Background: an optimization exercise with open tools, aiming at small area, a short achievable clock period and few clock cycles per item. Do not read the settings as production practice.
In this exercise RTL edits were held to simulation tests only and were not proved equivalent to the original.
Power and IR drop assume default switching activity.

$ cat flow/design.v
module act_lut_pipe #(
  parameter int ADDR_W = 8,
  parameter int DATA_W = 16,
  parameter int FRAC_W = 12
) (
  input  logic              clk,
  input  logic              rst_n,
  input  logic              load_start_i,
  input  logic              load_valid_i,
  input  logic [DATA_W-1:0] load_data_i,
  output logic              load_done_o,
  input  logic              in_valid_i,
  output logic              in_ready_o,
  input  logic [ADDR_W-1:0] in_addr_i,
  output logic              out_valid_o,
  input  logic              out_ready_i,
  output logic [DATA_W-1:0] out_data_o
);
  localparam int TD    = 1 << ADDR_W;     
  localparam int SP_W  = 3;
  localparam int SP    = 1 << SP_W;       
  localparam int NINS  = TD / SP;         
  localparam int LO_W  = 6;               
  localparam int NLO   = 1 << LO_W;
  localparam int NHI   = TD / NLO;        
  localparam int NBUF  = 5;               
  if (FRAC_W >= DATA_W) begin : g_bad_frac
    $error("act_lut_pipe: FRAC_W must be smaller than DATA_W");
  end
  typedef enum logic [1:0] {S_EMPTY, S_LOAD, S_RUN, S_DRAIN} state_t;
  state_t             state_q;
  logic [ADDR_W-1:0]  wptr_q;
  logic               load_done_q;
  logic [ADDR_W-1:0]  rot_q;              
  logic [ADDR_W-1:0]  ins_q;              
  logic [2:0]         cnt_q;              
  logic               rdy_q;
  logic               wr_en, restart, accept, take;
  logic [2:0]         cnt_d;
  state_t             state_d;
  logic [DATA_W-1:0]  dl_q [SP];
  logic [SP-1:0]      dlv_q, dlv_d;
  logic               ins_now;
  logic [DATA_W-1:0]  ins_data;
  logic [ADDR_W-1:0]  ins_d;
  assign wr_en   = (state_q == S_LOAD) & load_valid_i & ~load_start_i;
  assign restart = ((state_q == S_EMPTY) | (state_q == S_LOAD)) & load_start_i
                 | (state_q == S_DRAIN) & (cnt_q == '0);
  assign accept  = in_valid_i & rdy_q;
  assign take    = out_valid_o & out_ready_i;
  assign cnt_d   = cnt_q + {2'b0, accept} - {2'b0, take};
  always_comb begin
    state_d = state_q;
    case (state_q)
      S_EMPTY: if (load_start_i) state_d = S_LOAD;
      S_LOAD:  if (wr_en && (&wptr_q)) state_d = S_RUN;
      S_RUN:   if (load_start_i) state_d = S_DRAIN;
      S_DRAIN: if (cnt_q == '0) state_d = S_LOAD;
      default: state_d = S_EMPTY;
    endcase
  end
  logic [SP-1:0]   old_q, old_d;
  logic [NINS-1:0] isel_q, isel_d;
  logic            ins_now_q, ins_now_d;
  logic [ADDR_W-1:0] insm_q, insm_d;      
  assign ins_now = ins_now_q;
  always_comb begin
    ins_data = '0;
    for (int m = 0; m < SP; m++)
      ins_data = ins_data | ({DATA_W{old_q[m]}} & dl_q[m]);
  end
  always_comb begin
    dlv_d = '0;
    if (!restart) begin
      dlv_d[0] = wr_en;
      for (int m = 1; m < SP; m++)
        dlv_d[m] = dlv_q[m-1] & ~(ins_now & old_q[m-1]);
    end
  end
  assign ins_d  = restart ? ADDR_W'(1) : (ins_now ? ins_q : insm_q);
  assign insm_d = restart ? ADDR_W'(0) : (ins_now ? insm_q : insm_q - 1'b1);
  always_comb begin
    old_d = '0;
    for (int m = SP - 1; m >= 0; m--)
      if (dlv_d[m] && old_d == '0) old_d[m] = 1'b1;
  end
  assign ins_now_d = (|dlv_d) & (ins_d[SP_W-1:0] == '0);
  always_comb
    for (int k = 0; k < NINS; k++)
      isel_d[k] = ins_now_d & (ins_d[ADDR_W-1:SP_W] == k);
  logic pend_d;
  assign pend_d = (|dlv_d[SP-1:1]) | (dlv_d[0] & ~ins_now_d);
  always_ff @(posedge clk or negedge rst_n) begin
    if (!rst_n) begin
      state_q     <= S_EMPTY;
      wptr_q      <= '0;
      load_done_q <= 1'b0;
      rot_q       <= '0;
      ins_q       <= '0;
      cnt_q       <= '0;
      rdy_q       <= 1'b0;
      dlv_q       <= '0;
      isel_q      <= '0;
      ins_now_q   <= 1'b0;
      insm_q      <= '0;
    end else begin
      state_q     <= state_d;
      load_done_q <= (state_q == S_LOAD) & wr_en & (&wptr_q);
      if (restart)    wptr_q <= '0;
      else if (wr_en) wptr_q <= wptr_q + 1'b1;
      rot_q       <= restart ? ADDR_W'(1) : rot_q - 1'b1;
      ins_q       <= ins_d;
      cnt_q       <= cnt_d;
      rdy_q       <= (state_d == S_RUN) & ~pend_d & (cnt_d < 3'(NBUF));
      dlv_q       <= dlv_d;
      isel_q      <= isel_d;
      ins_now_q   <= ins_now_d;
      insm_q      <= insm_d;
    end
  end
  always_ff @(posedge clk) begin
    old_q   <= old_d;
    dl_q[0] <= load_data_i;
    for (int m = 1; m < SP; m++) dl_q[m] <= dl_q[m-1];
  end
  logic [TD-1:0][DATA_W-1:0] ring_q;
  logic [TD-1:0][DATA_W-1:0] ring_d;
  always_comb begin
    ring_d = {ring_q[0], ring_q[TD-1:1]};
    for (int k = 0; k < NINS; k++)
      if (isel_q[k]) ring_d[k*SP] = ins_data;
  end
  always_ff @(posedge clk) ring_q <= ring_d;
  logic              v1_q, v2_q, v3_q;
  logic [ADDR_W-1:0] pos1_q;
  logic [NLO-1:0]    oh2_q;               
  logic [1:0]        hi2_q, hi3_q;
  logic [DATA_W-1:0] m3_q [NHI];
  logic [DATA_W-1:0] m2_d [NHI];
  logic [DATA_W-1:0] res;
  always_ff @(posedge clk or negedge rst_n) begin
    if (!rst_n) begin
      v1_q <= 1'b0;
      v2_q <= 1'b0;
      v3_q <= 1'b0;
    end else begin
      v1_q <= accept;
      v2_q <= v1_q;
      v3_q <= v2_q;
    end
  end
  always_ff @(posedge clk) begin
    pos1_q <= in_addr_i + rot_q - 1'b1;
    for (int k = 0; k < NLO; k++) oh2_q[k] <= (pos1_q[LO_W-1:0] == k);
    hi2_q <= pos1_q[ADDR_W-1:LO_W];
    hi3_q <= hi2_q;
    for (int j = 0; j < NHI; j++) m3_q[j] <= m2_d[j];
  end
  always_comb begin
    for (int j = 0; j < NHI; j++) begin
      m2_d[j] = '0;
      for (int k = 0; k < NLO; k++)
        m2_d[j] = m2_d[j] | ({DATA_W{oh2_q[k]}} & ring_q[j*NLO + k]);
    end
  end
  assign res = m3_q[hi3_q];
  logic              out_valid_q;
  logic [DATA_W-1:0] out_q;
  logic [DATA_W-1:0] fifo_q [NBUF];
  logic [2:0]        frd_q, fwr_q, frd_d;
  logic [2:0]        fn_q, fn_left;
  assign frd_d   = (take && frd_q == 3'(NBUF - 1)) ? '0 : frd_q + {2'b0, take};
  assign fn_left = fn_q - {2'b0, take};
  always_ff @(posedge clk or negedge rst_n) begin
    if (!rst_n) begin
      out_valid_q <= 1'b0;
      frd_q       <= '0;
      fwr_q       <= '0;
      fn_q        <= '0;
    end else begin
      out_valid_q <= (fn_left != '0) | v3_q;
      frd_q       <= frd_d;
      if (v3_q) fwr_q <= (fwr_q == 3'(NBUF - 1)) ? '0 : fwr_q + 1'b1;
      fn_q        <= fn_left + {2'b0, v3_q};
    end
  end
  always_ff @(posedge clk) begin
    out_q <= (fn_left == '0) ? res : fifo_q[frd_d];
    if (v3_q) fifo_q[fwr_q] <= res;
  end
  assign load_done_o = load_done_q;
  assign in_ready_o  = rdy_q;
  assign out_valid_o = out_valid_q;
  assign out_data_o  = out_q;
endmodule
$ cat flow/run.sh
#!/bin/bash
# synth_recipe.tcl (not shown) runs the flow's synth.tcl, then flattens the netlist and writes it again
# the make line also repeats each setting of config.mk as NAME=value (left out here)
make -C /OpenROAD-flow-scripts/flow DESIGN_CONFIG=/design/flow/config.mk WORK_HOME=/design/flow/orfs CLKGATE_MAP_FILE= SYNTH_SCRIPT=/design/flow/synth_recipe.tcl finish
$ cat flow/config.mk
export PLATFORM = sky130hd
export DESIGN_NAME = act_lut_pipe
export DESIGN_NICKNAME = act_lut_pipe
export VERILOG_FILES = /design/flow/design.v
export SDC_FILE = /design/flow/constraint.sdc
export NUM_CORES = 4
export LEC_CHECK = 0
export CAP_MARGIN = 20
export CORE_MARGIN = 2
export CORE_UTILIZATION = 45
export CTS_CLUSTER_DIAMETER = 90
export CTS_CLUSTER_SIZE = 25
export SETUP_SLACK_MARGIN = 2.7
export SLEW_MARGIN = 20
export SYNTH_MEMORY_MAX_BITS = 8192
$ cat flow/constraint.sdc
create_clock -name core_clock -period 5.0 [get_ports {clk}]
set_input_delay 1.0000 -clock core_clock [delete_from_list [all_inputs] [get_ports {clk}]]
set_output_delay 1.0000 -clock core_clock [all_outputs]
set_load 0.01 [all_outputs]
==> results.py, run 1 <==
metrics = {
    "synth": {
        "synthArstFlopShare_pct": 2.02,
        "netlist_area_um2": 124000,
        "synth_cell_types": 67,
        "yosys_warnings": 4,
        "synth-seq-area-share_pct": 74.6,
        "syn_area_per_cell_um2": 13.4,
        "synth_flop_cell": "dfxtp_1",
        "synth_edf_count": 80,
        "synth.net_count": 9328,
        "ys_seq_elements": 4560,
        "syn-instance-count": 9270,
    },
    "worst_setup_path": {
        "arrival_ps": 1470,
        "start_kind": "flip-flop",
        "criticalPathCategory": "reg2out",
        "cp_max_fo": 2,
        "r2r_cells": 5,
        "cp_slowest_cell": "dfrtp_1",
        "crit_buf_inv": 1,
        "cp_top_family": "flip-flops",
        "cpPeakStageDelay_ps": 400,
        "r2r_start": "oh2_q[56]",
        "path_cells": "buf_2",
        "r2r-end": "m3_q[1][7]",
        "rrSetupSlack_ps": 2570,
        "endpoint_kind": "output pin",
        "critPathRequiredTime_ps": 4000,
    },
    "grt": {
        "grt_pass1_wl_um": 702000,
        "grtUsageMet3_pct": 12.6,
        "antenna_found_initial": 60,
        "grt_pass1_vias": 83600,
        "track_usage_pct": 36.4,
        "grt.overflow.total": 0,
        "grt_most_used_layer": "met2",
        "grt_max_degree": 60,
        "met1_usage_pct": 47.0,
        "met2_usage_pct": 51.6,
    },
    "power_and_ir_drop": {
        "p_total_mw": 66.0,
        "leakagePower_nw": 51.8,
        "vdd_drop_max_mv": 0.300,
        "power_density_nw_per_um2": 481,
    },
    "timing": {
        "setup_tns_ps": 0,
        "slew_headroom_pct": 14.0,
        "finalSetupViolCount": 0,
        "fin_crit_sh_pct": 49.3,
        "hold_viol": 0,
        "rsz0062_at_grt": "yes",
        "hold_slack_ps": 97.5,
        "skew_ps": 65.4,
        "tightest_slew_ps": 1290,
        "clock.fmax_mhz": 406,
        "finalWorstSetupSlack_ps": 2530,
        "slew_viol_final": 0,
        "period_minus_slack_ps": 2470,
    },
    "clocking": {
        "clockRootBuffer": "clkbuf_16",
        "ctsHoldBuffers": 0,
        "numCtsBuffers": 210,
        "htree_levels": 4,
        "cts_tree": "done",
        "clockBufferDepth": 4,
        "clkLatencyLatePin_ps": 950,
        "clk_pin_slew_ps": 100,
        "cts_sinks": 4560,
    },
    "floorplanning": {
        "row_count": 192,
        "boundaryPins": 49,
        "start_util_pct": 45.3,
        "dieWidth_um": 529,
        "die_y_um": 529,
        "core-area_um2": 274000,
        "die-area_um2": 280000,
    },
    "route": {
        "ant_nets": 0,
        "routed_wl_um": 533000,
        "drc": 0,
        "first_pass_iters": 6,
        "avgViaCountPerCell": 6.95,
        "drtIter0Drc": 17600,
        "wire_per_inst_um": 41.4,
        "vias": 89500,
    },
    "cells_and_area": {
        "fin_nets": 9278,
        "drive_gt1_share_pct": 8.80,
        "final_common_cell": "dfxtp_1",
        "final_cell_mix": "dfxtp_1, a22o_1, a221oi_1, nor2_1, a21oi_1",
        "final_cells": 12900,
        "syn_to_final_growth_pct": 10.6,
    },
    "place": {
        "dp_cells": 12400,
        "dp_slack_ps": 1410,
        "dp_hpwl_um": 268000,
        "port_buffers": 48,
        "gp_congestion": 0.905,
    },
    "flow_run": {
        "drv_cap": 0,
    },
    "hold_path": {
        "min_path_type": "in2async",
    },
    "status": {
        "status": "finished clean",
    },
}
[stage by stage]
| stage | utilization [%] | area [um2] |
|---|---|---|
| 2_1_floorplan | - | 124000 |
| 3_3_place_gp | 46.8 | 128000 |
| 3_5_place_dp | 46.8 | 128000 |
| 4_1_cts | 49.6 | 136000 |
| 5_1_grt | 50.1 | 137000 |
| 6_report | 50.1 | 137000 |
[worst max path at each step]
stage,start,to,slack [ps],cells after the start
after floorplan,out_ready_i,rdy_q,2470,10
after global placement,out_ready_i,out_q[2],1440,8
after detailed placement,out_ready_i,out_q[1],1410,8
after CTS,out_valid_q,out_valid_o,2500,1
after global routing,out_valid_q,out_valid_o,2500,1
final,out_valid_q,out_valid_o,2530,1
[repair_timing]
| item | 4_1_cts | 5_1_grt |
|---|---|---|
| setup endpoints to repair | 178 | 137 |
| buffers inserted | 81 | 98 |
| pin swaps | 0 | 5 |
| gates cloned | 10 | 6 |
| gates resized for setup | 215 | 56 |
[final cells by class]
class                           count  area (um2)
Clock buffer                      231        5420
Antenna cell                       43         108
Clock inverter                      9         136
Fill cell                       23200      137000
Multi-Input combinational cell   3997       28800
Sequential cell                  4560       92900
Inverter                           51         206
Tap cell                         3589        4490
Timing Repair Buffer              400        5230
[state kept, by name, indices dropped and copies added (netlist names), 2 cells and up]
| register | cells |
|---|---|
| wptr_q | 8 |
| rot_q | 8 |
| dl_q | 128 |
| dlv_q | 7 |
| oh2_q | 64 |
| old_q | 8 |
| ring_q | 4096 |
| fwr_q | 3 |
| cnt_q | 3 |
| out_q | 16 |
| fn_q | 3 |
| hi3_q | 2 |
| state_q | 2 |
| ins_q | 8 |
| insm_q | 8 |
| pos1_q | 8 |
| m3_q | 64 |
| isel_q | 32 |
| fifo_q | 80 |
| frd_q | 3 |
| hi2_q | 2 |
[synthesized netlist by cell type (all sizes together), types with 38 or more instances]
cell	count	share of area, %
nand4	271	1.4
a22o	1025	7.2
nand2	55	0.18
a22oi	65	0.39
a221oi	1024	7.2
dfxtp	4388	71
clkbuf	285	0.86
nand3	38	0.19
inv	51	0.15
edfxtp	80	1.9
dfrtp	92	1.9
buf	378	1.4
nor2	663	2.0
or4	65	0.39
a21oi	525	2.1
[kinds of logic (layout without fill, tap and decap cells)]
| group | count (synthesis) | in the layout | share of synthesized area, % |
|---|---|---|---|
| adder cells (fa/ha/maj) | 28 | 28 | 0.294 |
| buffers and inverters | 714 | 691 | 2.39 |
| AO/OA/AOI/OAI | 2714 | 2714 | 17.4 |
| AND/OR/NAND/NOR | 1199 | 1200 | 4.74 |
| other | 0 | 43 | 0 |
| multiplexers | 27 | 27 | 0.391 |
| XOR/XNOR | 28 | 28 | 0.198 |
| flip-flops | 4560 | 4560 | 74.6 |
[metal layers]
metal | part of all wire, % | up-vias | routed length, um
li1 | - | 34300 | -
met2 | 41 | 8389 | 217000
met5 | 0.079 | - | 422
met1 | 37 | 44600 | 196000
met3 | 15 | 2097 | 79300
met4 | 7.4 | 47 | 39500
[power breakdown]
group	leakage, nW	internal (mW)	switching (mW)	total (mW)
clock	2.73	7.80	11.4	19.2
sequential	37.5	38.9	2.16	41.1
combinational	11.6	1.60	4.21	5.80
Testbench counts, summed over its fixed seeds: cycles 18,472, items 16,384.
==> run 2: changes to the inputs <==
--- a/flow/config.mk
+++ b/flow/config.mk
@@ -7,9 +7,9 @@
 export LEC_CHECK = 0
 export CAP_MARGIN = 20
 export CORE_MARGIN = 2
-export CORE_UTILIZATION = 45
-export CTS_CLUSTER_DIAMETER = 90
-export CTS_CLUSTER_SIZE = 25
+export CORE_UTILIZATION = 50
+export CTS_CLUSTER_DIAMETER = 100
+export CTS_CLUSTER_SIZE = 30
 export SETUP_SLACK_MARGIN = 2.7
 export SLEW_MARGIN = 20
 export SYNTH_MEMORY_MAX_BITS = 8192
==> results.py, run 2 <==
metrics = {
    "timing": {
        "rsz0062_at_grt": "yes",
        "period_minus_slack_ps": 2450,
        "setup_tns_ps": 0,
        "skew_ps": 58.3,
        "fin_crit_sh_pct": 49.0,
        "tightest_slew_ps": 1010,
        "slew_headroom_pct": 32.9,
        "finalSetupViolCount": 0,
        "slew_viol_final": 0,
        "hold_viol": 0,
        "clock.fmax_mhz": 409,
    },
    "clocking": {
        "cts_sinks": 4560,
        "ctsHoldBuffers": 0,
        "numCtsBuffers": 171,
        "htree_levels": 4,
        "clk_pin_slew_ps": 110,
        "clkLatencyLatePin_ps": 920,
        "cts_tree": "done",
        "clockBufferDepth": 3,
        "clockRootBuffer": "clkbuf_16",
    },
    "floorplanning": {
        "row_count": 182,
        "die-area_um2": 252000,
        "dieWidth_um": 502,
        "boundaryPins": 49,
        "core-area_um2": 246000,
        "start_util_pct": 50.4,
        "die_y_um": 502,
    },
    "worst_setup_path": {
        "path_cells": "buf_2",
        "cp_max_fo": 2,
        "arrival_ps": 1450,
        "endpoint_kind": "output pin",
        "cp_slowest_cell": "dfrtp_1",
        "cpPeakStageDelay_ps": 400,
        "critPathRequiredTime_ps": 4000,
        "cp_top_family": "flip-flops",
        "crit_buf_inv": 1,
        "criticalPathCategory": "reg2out",
        "start_kind": "flip-flop",
    },
    "route": {
        "drc": 0,
        "drtIter0Drc": 16200,
        "wire_per_inst_um": 42.3,
        "vias": 88500,
        "first_pass_iters": 8,
        "routed_wl_um": 531000,
        "ant_nets": 0,
        "avgViaCountPerCell": 7.06,
    },
    "grt": {
        "grt_pass1_vias": 83000,
        "grt.overflow.total": 0,
        "grt_pass1_wl_um": 703000,
        "antenna_found_initial": 54,
        "grt_max_degree": 65,
        "track_usage_pct": 40.7,
    },
    "cells_and_area": {
        "drive_gt1_share_pct": 8.30,
        "final_util_pct": 55.1,
        "fin_nets": 9227,
        "final_cell_mix": "dfxtp_1, a22o_1, a221oi_1, nor2_1, a21oi_1",
        "top_register": "ring_q",
        "fill_cells": 20300,
        "reg_top3": "ring_q (4096), dl_q (128), fifo_q (80)",
        "final_cell_area_um2": 136000,
        "largest_reg_flops": 4096,
        "syn_to_final_growth_pct": 9.48,
        "final_common_cell": "dfxtp_1",
    },
    "power_and_ir_drop": {
        "vdd_drop_max_mv": 0.378,
        "power_density_nw_per_um2": 473,
        "power_frac_comb_pct": 9.0,
        "power.internal_mw": 46.9,
        "power.share.switching_pct": 27.0,
        "switching_power_mw": 17.4,
        "pwr-share-clk_pct": 27.2,
        "leakagePower_nw": 51.3,
        "seqPwrFrac_pct": 63.8,
    },
    "place": {
        "gp_congestion": 0.903,
        "dp_hpwl_um": 267000,
        "post_dp_cell_area_um2": 128000,
        "port_buffers": 48,
    },
    "flow_run": {
        "drv_cap": 0,
    },
    "synth": {
        "netlist_area_um2": 124000,
        "synthArstFlopShare_pct": 2.02,
        "synth_top_area_share_pct": 70.8,
        "ys_seq_elements": 4560,
        "synth.net_count": 9328,
        "synth_edf_count": 80,
        "synth_flop_cell": "dfxtp_1",
        "yosys_warnings": 4,
        "synthMostInstantiatedCell": "dfxtp_1",
        "syn-instance-count": 9270,
        "syn_area_per_cell_um2": 13.4,
        "yosys-top-cells-count": "dfxtp_1, a22o_1, a221oi_1",
        "synth-seq-area-share_pct": 74.6,
        "synthTopCellsByArea": "dfxtp_1, a22o_1, a221oi_1",
        "synth_cell_types": 67,
        "yosys.area.top_type": "dfxtp_1",
    },
    "status": {
        "status": "finished clean",
    },
    "hold_path": {
        "min_path_type": "in2async",
    },
}
-- run 2: final cells by class --
cell class / count / area (um2) / area share (%)
flip-flops and latches: 4560 / 92900 / 68.3
multi-input cells: 3996 / 28800 / 21.2
repair buffers: 389 / 5130 / 3.77
clock buffers: 192 / 4460 / 3.29
well taps: 3312 / 4140 / 3.05
inverters: 51 / 206 / 0.152
clock inverters: 13 / 161 / 0.119
diodes: 29 / 72.6 / 0.0534
-- run 2: logic make-up after synthesis --
logic type | Yosys count | share of synthesized area (%)
and+or+nand+nor | 1199 | 4.74
DFF | 4560 | 74.6
AOI/OAI and AO/OA | 2714 | 17.4
muxes | 27 | 0.391
buffers and inverters | 714 | 2.39
adders and majority gates | 28 | 0.294
xor gates and xnor gates | 28 | 0.198
-- run 2: worst paths after layout --
kind                       startpoint         end  slack, ps  depth (start not counted)
hold reg to reg            dl_q[6][6]  dl_q[7][6]        310                          0
min in group core_clock    dl_q[6][6]  dl_q[7][6]        310                          0
setup reg to reg            oh2_q[60]  m3_q[1][2]       2610                          5
hold / removal                  rst_n    cnt_q[1]        160                          1
max in group asynchronous       rst_n    dlv_q[4]       3900                          2
setup / recovery                rdy_q  in_ready_o       2550                          1
-- run 2: per-stage QoR --
step | setup WS [ps] | power [mW] | hold WS, ps | std cells
after global routing | 2510 | 65.4 | 231 | 12500
final | 2550 | 64.3 | 162 | 12500
after floorplan | 2470 | 43.1 | 310 | 9270
after CTS | 2510 | 63.5 | 175 | 12500
after global placement | 1460 | 46.3 | 319 | 12100
after detailed placement | 1370 | 46.3 | 315 | 12100
-- run 2: power groups by stage --
stage / registers [mW] / clock network (mW) / logic, mW
2_1_floorplan: 40.6 / 0 / 2.55
3_3_place_gp: 42.0 / 0 / 4.24
3_5_place_dp: 42.0 / 0 / 4.28
4_1_cts: 40.9 / 17.3 / 5.25
5_1_grt: 41.1 / 18.6 / 5.72
6_report: 41.0 / 17.5 / 5.78
-- run 2: metal layers --
layer  wire, um  vias up  track usage, %
li1           -    34300               -
met1     195000    44000            52.0
met2     218000     8089            58.0
met3      76200     2118            13.9
met4      41600       42            27.6
met5        282        -               0
-- run 2: what timing repair did --
item	4_1_cts	5_1_grt
cloned	18	0
gates resized for setup	172	42
endpoints found under the setup margin	173	191
setup buffers	119	42
pin swaps	0	3
==> run 3: changes to the inputs <==
--- a/flow/design.v
+++ b/flow/design.v
@@ -34,6 +34,7 @@
   logic [ADDR_W-1:0]  rot_q;              
   logic [ADDR_W-1:0]  ins_q;              
   logic [2:0]         cnt_q;              
+  logic [2:0]         fn_q;               
   logic               rdy_q;
   logic               wr_en, restart, accept, take;
   logic [2:0]         cnt_d;
@@ -47,7 +48,7 @@
   assign restart = ((state_q == S_EMPTY) | (state_q == S_LOAD)) & load_start_i
                  | (state_q == S_DRAIN) & (cnt_q == '0);
   assign accept  = in_valid_i & rdy_q;
-  assign take    = out_valid_o & out_ready_i;
+  assign take    = (fn_q != '0) & out_ready_i;    
   assign cnt_d   = cnt_q + {2'b0, accept} - {2'b0, take};
   always_comb begin
     state_d = state_q;
@@ -60,7 +61,7 @@
     endcase
   end
   logic [SP-1:0]   old_q, old_d;
-  logic [NINS-1:0] isel_q, isel_d;
+  logic [ADDR_W-SP_W-1:0] iidx_q;         
   logic            ins_now_q, ins_now_d;
   logic [ADDR_W-1:0] insm_q, insm_d;      
   assign ins_now = ins_now_q;
@@ -85,9 +86,6 @@
       if (dlv_d[m] && old_d == '0) old_d[m] = 1'b1;
   end
   assign ins_now_d = (|dlv_d) & (ins_d[SP_W-1:0] == '0);
-  always_comb
-    for (int k = 0; k < NINS; k++)
-      isel_d[k] = ins_now_d & (ins_d[ADDR_W-1:SP_W] == k);
   logic pend_d;
   assign pend_d = (|dlv_d[SP-1:1]) | (dlv_d[0] & ~ins_now_d);
   always_ff @(posedge clk or negedge rst_n) begin
@@ -100,7 +98,6 @@
       cnt_q       <= '0;
       rdy_q       <= 1'b0;
       dlv_q       <= '0;
-      isel_q      <= '0;
       ins_now_q   <= 1'b0;
       insm_q      <= '0;
     end else begin
@@ -113,13 +110,13 @@
       cnt_q       <= cnt_d;
       rdy_q       <= (state_d == S_RUN) & ~pend_d & (cnt_d < 3'(NBUF));
       dlv_q       <= dlv_d;
-      isel_q      <= isel_d;
       ins_now_q   <= ins_now_d;
       insm_q      <= insm_d;
     end
   end
   always_ff @(posedge clk) begin
     old_q   <= old_d;
+    iidx_q  <= ins_d[ADDR_W-1:SP_W];
     dl_q[0] <= load_data_i;
     for (int m = 1; m < SP; m++) dl_q[m] <= dl_q[m-1];
   end
@@ -128,7 +125,7 @@
   always_comb begin
     ring_d = {ring_q[0], ring_q[TD-1:1]};
     for (int k = 0; k < NINS; k++)
-      if (isel_q[k]) ring_d[k*SP] = ins_data;
+      if (ins_now_q && iidx_q == k) ring_d[k*SP] = ins_data;
   end
   always_ff @(posedge clk) ring_q <= ring_d;
   logic              v1_q, v2_q, v3_q;
@@ -168,7 +165,7 @@
   logic [DATA_W-1:0] out_q;
   logic [DATA_W-1:0] fifo_q [NBUF];
   logic [2:0]        frd_q, fwr_q, frd_d;
-  logic [2:0]        fn_q, fn_left;
+  logic [2:0]        fn_left;
   assign frd_d   = (take && frd_q == 3'(NBUF - 1)) ? '0 : frd_q + {2'b0, take};
   assign fn_left = fn_q - {2'b0, take};
   always_ff @(posedge clk or negedge rst_n) begin
==> results.py, run 3 <==
metrics = {
    "status": {
        "status": "finished clean",
    },
    "grt": {
        "grtUsageMet3_pct": 13.1,
        "met1_usage_pct": 52.3,
        "grt_most_used_layer": "met2",
        "grt_pass1_vias": 82400,
        "grt_max_degree": 50,
        "grt_pass1_wl_um": 696000,
        "track_usage_pct": 40.3,
        "grt.overflow.total": 0,
        "antenna_found_initial": 55,
        "met2_usage_pct": 57.3,
    },
    "timing": {
        "period_minus_slack_ps": 2440,
        "rsz0062_at_grt": "yes",
        "setup_tns_ps": 0,
        "tightest_slew_ps": 1120,
        "finalSetupViolCount": 0,
        "finalWorstSetupSlack_ps": 2560,
        "clock.fmax_mhz": 409,
        "skew_ps": 36.6,
        "slew_viol_final": 0,
        "slew_headroom_pct": 25.3,
        "fin_crit_sh_pct": 48.9,
        "hold_viol": 0,
    },
    "clocking": {
        "clockRootBuffer": "clkbuf_16",
        "cts_sinks": 4533,
        "htree_levels": 4,
        "numCtsBuffers": 170,
        "clk_pin_slew_ps": 110,
        "ctsHoldBuffers": 0,
        "cts_tree": "done",
        "clockBufferDepth": 3,
        "clkLatencyLatePin_ps": 910,
    },
    "floorplanning": {
        "start_util_pct": 50.2,
        "boundaryPins": 49,
        "row_count": 182,
        "core-area_um2": 245000,
        "die_y_um": 501,
        "die-area_um2": 251000,
        "dieWidth_um": 501,
    },
    "place": {
        "dp_hpwl_um": 272000,
        "dp_slack_ps": 1340,
        "port_buffers": 48,
        "gp_congestion": 0.911,
    },
    "power_and_ir_drop": {
        "p_total_mw": 61.1,
        "leakagePower_nw": 51.0,
        "vdd_drop_max_mv": 0.351,
        "power_density_nw_per_um2": 449,
    },
    "cells_and_area": {
        "drive_gt1_share_pct": 9.56,
        "final_cell_mix": "dfxtp_1, a22o_1, a221oi_1, nor2_1, nand2_1",
        "final_common_cell": "dfxtp_1",
        "fin_nets": 9239,
        "reg_top3": "ring_q (4096), dl_q (128), fifo_q (80)",
        "largest_reg_flops": 4096,
        "syn_to_final_growth_pct": 10.3,
        "top_register": "ring_q",
    },
    "route": {
        "routed_wl_um": 526000,
        "first_pass_iters": 7,
        "vias": 88100,
        "drtIter0Drc": 16900,
        "avgViaCountPerCell": 7.07,
        "ant_nets": 0,
        "drc": 0,
        "wire_per_inst_um": 42.2,
    },
    "synth": {
        "synth_top_area_share_pct": 71.3,
        "synth.net_count": 9265,
        "yosys-top-cells-count": "dfxtp_1, a221oi_1, a22o_1",
        "yosys.area.top_type": "dfxtp_1",
        "netlist_area_um2": 123000,
        "syn_area_per_cell_um2": 13.4,
        "syn-instance-count": 9207,
        "synthArstFlopShare_pct": 1.32,
        "synthMostInstantiatedCell": "dfxtp_1",
        "synth_flop_cell": "dfxtp_1",
        "yosys_warnings": 4,
        "synth_edf_count": 80,
        "synth-seq-area-share_pct": 74.5,
        "synth_cell_types": 57,
        "ys_seq_elements": 4533,
        "synthTopCellsByArea": "dfxtp_1, a221oi_1, a22o_1",
    },
    "worst_setup_path": {
        "rrSetupSlack_ps": 2610,
        "start_kind": "flip-flop",
        "crit_buf_inv": 1,
        "critPathRequiredTime_ps": 4000,
        "path_cells": "buf_2",
        "cpPeakStageDelay_ps": 410,
        "arrival_ps": 1440,
        "endpoint_kind": "output pin",
        "criticalPathCategory": "reg2out",
        "cp_slowest_cell": "dfrtp_1",
        "cp_top_family": "flip-flops",
        "cp_max_fo": 2,
    },
    "flow_run": {
        "drv_cap": 0,
    },
    "hold_path": {
        "min_path_type": "in2async",
    },
}
-- run 3: cell types whose count changed in the layout (fill, tap and decap cells not counted), moves of 31 or more --
| cell | delta |
|---|---|
| o21ai_0 | +209 |
| nand2_1 | +242 |
| buf_4 | +56 |
| nor2_1 | -272 |
| dfrtp_2 | -31 |
| a21oi_1 | -240 |
-- run 3: repair_timing --
item	CTS	global route
hold endpoints to repair	0	0
resized for setup	215	96
cloned	14	8
setup endpoints to repair	303	284
pin swaps	16	23
buffers inserted	149	62
-- run 3: power by group --
part / total (mW) / leakage (nW) / switching (mW) / internal, mW
clock network: 17.6 / 2.31 / 11.0 / 6.63
registers: 37.8 / 37.2 / 0.863 / 36.9
logic: 5.70 / 11.5 / 4.02 / 1.68
total: 61.1 / 51.0 / 15.8 / 45.2
-- run 3: logic make-up after synthesis --
group | share of synthesized area, %
buffers and inverters | 2.45
xor gates and xnor gates | 0.185
DFF | 74.5
and+or+nand+nor | 4.51
muxes | 0.511
AOI/OAI and AO/OA | 17.6
adders and majority gates | 0.296
-- run 3: final timing paths --
kind | startpoint | to | cells after the start
worst max-delay path | rdy_q | in_ready_o | 1
worst min-delay path | rst_n | rot_q[7] | 1
worst max register to register | iidx_q[2] | ring_q[1923] | 3
worst min register to register | hi2_q[1] | hi3_q[1] | 0
max in group asynchronous | rst_n | ins_now_q | 2
min in group core_clock | hi2_q[1] | hi3_q[1] | 0
-- run 3: layer usage --
| layer | up-vias | wire (um) |
|---|---|---|
| li1 | 34200 | - |
| met1 | 43700 | 193000 |
| met2 | 8077 | 214000 |
| met3 | 2124 | 75400 |
| met4 | 28 | 42800 |
| met5 | - | 427 |
-- run 3: per-stage QoR --
step	hold slack (ps)	area [um2]	utilization (%)	cells
after floorplan	310	123000	-	9207
after global placement	319	127000	51.9	12000
after CTS	48.8	135000	54.9	12400
after detailed placement	313	127000	51.9	12000
final	61.1	136000	55.4	12500
after global routing	86.7	136000	55.4	12400
-- run 3: final cells by class --
type,instances,area [um2]
diodes,31,77.6
clock buffers,193,4590
clock inverters,10,120
fillers,20000,110000
inverters,47,189
multi-input cells,3967,29100
flip-flops and latches,4533,92100
well taps,3220,4030
repair buffers,462,5720
Testbench counts of run 3, summed over its fixed seeds: cycles 18,472, items 16,384.
==> run 4: changes to the inputs <==
--- a/flow/config.mk
+++ b/flow/config.mk
@@ -7,9 +7,9 @@
 export LEC_CHECK = 0
 export CAP_MARGIN = 20
 export CORE_MARGIN = 2
-export CORE_UTILIZATION = 50
-export CTS_CLUSTER_DIAMETER = 100
-export CTS_CLUSTER_SIZE = 30
+export CORE_UTILIZATION = 45
+export CTS_CLUSTER_DIAMETER = 90
+export CTS_CLUSTER_SIZE = 25
 export SETUP_SLACK_MARGIN = 2.7
 export SLEW_MARGIN = 20
 export SYNTH_MEMORY_MAX_BITS = 8192
==> results.py, run 4 <==
metrics = {
    "grt": {
        "grt_pass1_wl_um": 727000,
        "grt_pass1_vias": 83700,
        "grt_max_degree": 65,
        "track_usage_pct": 38.2,
        "grt.overflow.total": 0,
        "antenna_found_initial": 74,
    },
    "worst_setup_path": {
        "cp_max_fo": 2,
        "endpoint_kind": "output pin",
        "rrSetupSlack_ps": 2550,
        "cp_slowest_cell": "dfrtp_1",
        "start_kind": "flip-flop",
        "critPathRequiredTime_ps": 4000,
        "arrival_ps": 1480,
        "crit_buf_inv": 1,
        "cpPeakStageDelay_ps": 400,
        "criticalPathCategory": "reg2out",
        "path_cells": "buf_2",
        "cp_top_family": "flip-flops",
    },
    "floorplanning": {
        "row_count": 192,
        "die-area_um2": 278000,
        "boundaryPins": 49,
        "start_util_pct": 45.1,
        "die_y_um": 527,
        "core-area_um2": 273000,
        "dieWidth_um": 527,
    },
    "route": {
        "routed_wl_um": 555000,
        "first_pass_iters": 8,
        "avgViaCountPerCell": 7.01,
        "vias": 90600,
        "ant_nets": 0,
        "drc": 0,
        "drtIter0Drc": 18000,
        "wire_per_inst_um": 42.9,
    },
    "synth": {
        "synth_flop_cell": "dfxtp_1",
        "synth-seq-area-share_pct": 74.5,
        "yosys_warnings": 4,
        "yosys-top-cells-count": "dfxtp_1, a221oi_1, a22o_1",
        "synth_edf_count": 80,
        "synth.net_count": 9265,
        "yosys.area.top_type": "dfxtp_1",
        "synth_top_area_share_pct": 71.3,
        "ys_seq_elements": 4533,
        "synthMostInstantiatedCell": "dfxtp_1",
        "synthTopCellsByArea": "dfxtp_1, a221oi_1, a22o_1",
        "netlist_area_um2": 123000,
        "syn_area_per_cell_um2": 13.4,
        "synth_cell_types": 57,
        "synthArstFlopShare_pct": 1.32,
        "syn-instance-count": 9207,
    },
    "place": {
        "dp_hpwl_um": 270000,
        "dp_slack_ps": 1120,
        "port_buffers": 48,
        "post_dp_cell_area_um2": 128000,
        "dp_cells": 12400,
        "gp_congestion": 0.912,
    },
    "clocking": {
        "clkLatencyLatePin_ps": 960,
        "htree_levels": 4,
        "clockBufferDepth": 4,
        "clk_pin_slew_ps": 100,
        "numCtsBuffers": 209,
        "cts_sinks": 4533,
        "clockRootBuffer": "clkbuf_16",
        "cts_tree": "done",
    },
    "timing": {
        "hold_viol": 0,
        "slew_viol_final": 0,
        "clock.fmax_mhz": 403,
        "rsz0062_at_grt": "yes",
        "finalSetupViolCount": 0,
        "finalWorstSetupSlack_ps": 2520,
        "fin_crit_sh_pct": 49.6,
        "period_minus_slack_ps": 2480,
        "setup_tns_ps": 0,
        "skew_ps": 44.5,
        "slew_headroom_pct": 33.5,
        "tightest_slew_ps": 997,
        "hold_slack_ps": 213,
    },
    "cells_and_area": {
        "final_cells": 12900,
        "largest_reg_flops": 4096,
        "final_cell_mix": "dfxtp_1, a22o_1, a221oi_1, nor2_1, nand2_1",
        "top_register": "ring_q",
        "fin_nets": 9313,
        "syn_to_final_growth_pct": 12.2,
        "drive_gt1_share_pct": 10.3,
        "fill_cells": 23000,
        "final_cell_area_um2": 138000,
        "reg_top3": "ring_q (4096), dl_q (128), fifo_q (80)",
        "final_common_cell": "dfxtp_1",
    },
    "power_and_ir_drop": {
        "power_density_nw_per_um2": 455,
        "vdd_drop_max_mv": 0.350,
        "leakagePower_nw": 51.9,
    },
    "hold_path": {
        "min_path_type": "in2async",
    },
    "status": {
        "status": "finished clean",
    },
    "flow_run": {
        "drv_cap": 0,
    },
}
[run 4: cell counts after synthesis]
Identical to the previous run, type by type.
[run 4: metrics by stage]
step,util [%],power [mW]
after global routing,50.6,63.9
after global placement,46.8,42.7
final,50.7,63.0
after CTS,50.2,61.8
after detailed placement,46.8,42.7
after floorplan,-,40.1
[run 4: layer usage]
layer | vias up | track usage, % | wire [um]
met5 | - | 0 | 362
met4 | 34 | 27.4 | 47700
met3 | 2345 | 15.1 | 87200
met2 | 8851 | 52.5 | 220000
met1 | 45100 | 48.5 | 200000
li1 | 34400 | - | -
[run 4: what timing repair did]
item,CTS,global route
cloned,30,7
buffers inserted,179,67
resized for setup,217,109
setup endpoints to repair,334,261
hold buffers,0,0
pin swaps,18,20
[run 4: power by group]
group          switching, mW  internal [mW]  leakage (nW)
Sequential             0.866           36.9          37.2
Clock                   11.3           7.76          2.70
Combinational           4.30           1.84          12.0
Total                   16.5           46.5          51.9
[run 4: worst paths after layout]
kind | startpoint | to | cells after the start
min in group core_clock | hi2_q[0] | hi3_q[0] | 0
min reg2reg | hi2_q[0] | hi3_q[0] | 0
max | rdy_q | in_ready_o | 1
max in group asynchronous | rst_n | fn_q[2] | 2
max reg2reg | oh2_q[61] | m3_q[1][3] | 5
min | rst_n | out_valid_q | 2
[run 4: area by class of cell]
type / count / area, um2 / share of cell area [%]
sequential: 4533 / 92100 / 66.6
multi-input combinational: 3967 / 29200 / 21.1
timing repair buffer: 497 / 6750 / 4.87
clock buffer: 228 / 5390 / 3.89
tap: 3589 / 4490 / 3.24
inverter: 47 / 189 / 0.136
antenna: 63 / 158 / 0.114
clock inverter: 9 / 135 / 0.0976
[run 4: cells by family after synthesis]
kind of cell    share of synthesized area, %
simple gates                            4.51
buf+inv                                 2.45
mux                                    0.511
compound gates                          17.6
flops                                   74.5
fa+ha+maj                              0.296
xor+xnor                               0.185

-- static timing again, ports no longer ideal --
How much do the figures lean on ideal ports? The routed layouts below were timed once more, with nothing changed but the port constraints.
Step 1 assumes that a clkbuf_16 drives the clock port and a buf_2 every other input.
Step 2 adds t to the input delays and takes it off the output delays; t is the mean of the earliest and latest rising clock arrival at the registers after step 1. Input paths then give back, and output paths get back, about the clock's delay inside the block.
a / b / c = ideal / step 1 / step 2; a / b = the first two.
| run | t, ns | slack for setup (ns) | worst hold slack (ns) | worst setup path after step 2 |
|---|---|---|---|---|
| run 1 | 0.998 | 2.534 / 2.445 / 1.847 | 0.097 / 0.032 / 0.315 | input to register |
| run 2 | 0.986 | 2.552 / 2.456 / 1.894 | 0.162 / 0.092 / 0.309 | input to register |
| run 3 | 0.992 | 2.555 / 2.455 / 1.829 | 0.061 / -0.018 / 0.322 | input to register |
| run 4 | 1.037 | 2.520 / 2.419 / 1.887 | 0.213 / 0.139 / 0.311 | input to register |
After both steps setup and hold are still met in every run listed. For run 3, which loses most, drivers alone change the setup slack by -0.100 ns; drivers and shift together by -0.726 ns.
